This is an optimization exercise on Yosys and OpenROAD, whose aim is a short achievable clock period and few clock cycles, not a production implementation.
Function was checked by simulation only, so behaviour that the tests miss may differ from the original.
No activity file was given, so power comes from the tool's default toggle rates.

==> flow/design.v (excerpt) <==
module mips_core (
    input  logic                   clk,
    input  logic                   reset,
    output logic [$clog2(256)-1:0]  imem_addr,
    input  logic [32-1:0]  imem_data,
    output logic                   dmem_wr_en,
    output logic                   dmem_rd_en,
    output logic [32-1:0]  dmem_addr,
    output logic [32-1:0]  dmem_wdata,
    input  logic [32-1:0]  dmem_rdata,
    output logic                   wb_valid,
    output logic [5-1:0] wb_addr,
    output logic [32-1:0]  wb_data
);
For scale: roughly 7,400 cells after synthesis, ~2,100 flip-flops, ~180 I/O pins.
make LEC_CHECK=0 ABC_CLOCK_PERIOD_IN_PS=2000 CAP_MARGIN=20 CORE_MARGIN=2 CORE_UTILIZATION=30 SETUP_SLACK_MARGIN=4.2 SLEW_MARGIN=20 TNS_END_PERCENT=100 finish   # period 7.0 ns
run.sh (not shown) runs the stock make flow with config.mk's settings and CLKGATE_MAP_FILE= SYNTH_SCRIPT=/design/flow/synth_recipe.tcl, a recipe that flattens the netlist after the stock synthesis.
Testbench counts at the start, summed over its fixed seeds: cycles 21,402.
==> next run, changes <==
--- a/flow/design.v
+++ b/flow/design.v
@@ -317,13 +317,14 @@
     logic            e_br;          
     logic [PCW-1:0]  e_target;
     logic [PCW-1:0]  e_target_p1;
     logic [RAW-1:0]  e_dst;         
     logic [XLEN-1:0] e_a;           
     logic [XLEN-1:0] e_b;           
-    logic [XLEN-1:0] e_z;           
+    logic [XLEN-1:0] e_x;           
+    logic [XLEN-1:0] e_o;           
     logic [XLEN-1:0] e_t;           
     logic            e_t_m;         
     logic            m_op_sum;
     logic            m_op_and;
     logic            m_op_or;
     logic            m_op_slt;
@@ -448,13 +449,14 @@
     logic            sum_is_zero;
     assign d_target    = d_pcn + d_instr[PCW-1:0];
     assign d_target_p1 = d_target + 1'b1;
     assign d_same      = (d_rs == d_rt);
     assign d_zero_ex   = e_op_sum
                          && (((d_rt == '0) && rs_hits_ex) || ((d_rs == '0) && rt_hits_ex));
-    assign sum_is_zero = (e_z == '0);
+    assign sum_is_zero = e_cin ? (e_x == '1)
+                               : ((e_x ^ {e_o[XLEN-2:0], 1'b0}) == '0);
     assign d_br_here   = d_same || d_zero_ex;
     assign d_taken     = d_beq && (d_same || (d_zero_ex && sum_is_zero));
     logic            f_alu, f_slt, f_addi, f_lw, f_sw, f_beq;
     logic            f_sub, f_and, f_or;
     logic            f_uses_rs, f_uses_rt;
     logic [RAW-1:0]  f_dst;
@@ -638,15 +640,14 @@
         s_b_imm  <= n_imm_b;
     end
     assign next_a = ({XLEN{s_a_ex}} & x_logic) | ({XLEN{s_a_mem}} & m_val)  | ({XLEN{s_a_wb}} & w_res)
                   | ({XLEN{s_a_wb2}} & w2_res) | ({XLEN{s_a_wb3}} & w3_res)
                   | ({XLEN{s_a_rf}} & rf_rd1);
     always_ff @(posedge clk) begin
-        e_z <= b_inv ? ~(next_a ^ next_b)
-             : d_beq ? (next_a ^ next_b)
-             : ((next_a ^ next_b) ^ {(next_a[XLEN-2:0] | next_b[XLEN-2:0]), 1'b0});
+        e_x <= next_a ^ next_b;
+        e_o <= next_a | next_b;
     end
     always_ff @(posedge clk) begin
         e_target    <= d_target;
         e_target_p1 <= d_target_p1;
         e_a <= next_a;
         e_b <= next_b;
@@ -670,13 +671,13 @@
     ks_adder #(.N(XLEN)) i_adder (
         .a   (e_a),
         .b   (e_b),
         .cin (e_cin),
         .sum (x_sum)
     );
-    assign mispredict = e_br && (e_z == '0);
+    assign mispredict = e_br && (e_x == '0);
     always_ff @(posedge clk) begin
         if (reset) begin
             m_load  <= 1'b0;
             m_store <= 1'b0;
             m_dst   <= '0;
         end else begin
=> The changed run completed with no timing, DRC or antenna violations; setup slack improves by 0.14 ns; design area is about the same; total power hardly moves; via count stays flat; register-to-register slack improves by 0.14 ns; synthesized cell count went up by 0.84%; clock power barely changes; non-clock buffer count went down by 53.
Testbench counts after the change, summed over its fixed seeds: cycles 21,402.

--- another note on this design; it stands on its own ---

## JK
Design mips_core, start of the top module:
module mips_core (
    input  logic                   clk,
    input  logic                   reset,
    output logic [$clog2(256)-1:0]  imem_addr,
    input  logic [32-1:0]  imem_data,
    output logic                   dmem_wr_en,
    output logic                   dmem_rd_en,
    output logic [32-1:0]  dmem_addr,
    output logic [32-1:0]  dmem_wdata,
    input  logic [32-1:0]  dmem_rdata,
    output logic                   wb_valid,
    output logic [5-1:0] wb_addr,
    output logic [32-1:0]  wb_data
);
make LEC_CHECK=0 ABC_CLOCK_PERIOD_IN_PS=2000 CAP_MARGIN=20 CORE_MARGIN=2 CORE_UTILIZATION=36 SETUP_SLACK_MARGIN=4.2 SLEW_MARGIN=20 TNS_END_PERCENT=100 finish   # period 7.0 ns
run.sh (not shown) runs the stock make flow with config.mk's settings and CLKGATE_MAP_FILE= SYNTH_SCRIPT=/design/flow/synth_recipe.tcl, a recipe that flattens the netlist after the stock synthesis.
Testbench counts of JK, summed over its fixed seeds: cycles 21,402.
Input-level comparison between MS and JK:
- a change of CORE_UTILIZATION from 36 to 30
Notes after the runs:
Initial antenna violation count delta for MS relative to JK: 4 lower. [compare] base=JK new=MS: final standard cell utilization of the core saw a decrease, area overhead of the layout relative to synthesis higher.

* * *

mips_core, a different RTL version from the one above (not shown whole).
Size in the first run: roughly 5,600 cells after synthesis, about 180 I/O pins, about 72,000 um2 of cells after synthesis.
clock: 7.0 ns
lec_check: 0
cap_margin: 20
core_margin: 2
core_utilization: 40
slew_margin: 20
Testbench counts at the start, summed over its fixed seeds: cycles 21,792.
Rerun with:
--- a/flow/config.mk
+++ b/flow/config.mk
@@ -6,6 +6,9 @@
 export NUM_CORES = 4
 export LEC_CHECK = 0
+export ABC_CLOCK_PERIOD_IN_PS = 2500
 export CAP_MARGIN = 20
 export CORE_MARGIN = 2
 export CORE_UTILIZATION = 40
+export SETUP_SLACK_MARGIN = 4
 export SLEW_MARGIN = 20
+export TNS_END_PERCENT = 100
After rerunning:
- The changed run produced a clean layout
- final cell count goes up by 7.4%
- final area goes up by 14%
- utilization goes up by 6.2 points
- first-iteration DRC count goes up by 8.3%
- die area does not change
- register-to-register slack improves by 1200 ps
- sequential power goes down by about 1%
- critical path depth goes up by 2

-- static timing again, ports no longer ideal --
Ports are ideal in the flow. The routed layouts listed here were re-timed in OpenROAD. Step 1 (the two cells are an assumption about what drives the block):
set clk [get_ports {clk}]
set_driving_cell -lib_cell sky130_fd_sc_hd__clkbuf_16 $clk
set_driving_cell -lib_cell sky130_fd_sc_hd__buf_2 [delete_from_list [all_inputs] $clk]
Step 2, shift: input delay + t, output delay - t, t = (earliest + latest rising clock arrival at the registers) / 2. This alone moves slack from input paths to output paths. Slacks: ideal / step 1 / step 2; pairs: ideal / step 1.
run	shift t [ns]	setup WS [ns]	hold slack, ns
the first run of note 1	0.961	4.057 / 4.057 / 3.309	0.340 / 0.340 / 0.340
the second run of note 1	0.959	4.202 / 4.112 / 3.336	0.328 / 0.328 / 0.328
JK	0.950	4.067 / 4.067 / 3.209	0.343 / 0.343 / 0.343
MS	0.950	4.080 / 4.080 / 3.203	0.347 / 0.347 / 0.347
the first run of note 3	0.885	0.630 / 0.630 / 0.630	0.440 / 0.440 / 0.440
the second run of note 3	0.895	1.824 / 1.824 / 1.824	0.432 / 0.432 / 0.432
After both steps every run listed still meets setup and hold. For MS, which loses most, drivers alone change the setup slack by 0.000 ns; drivers and shift together by -0.877 ns.
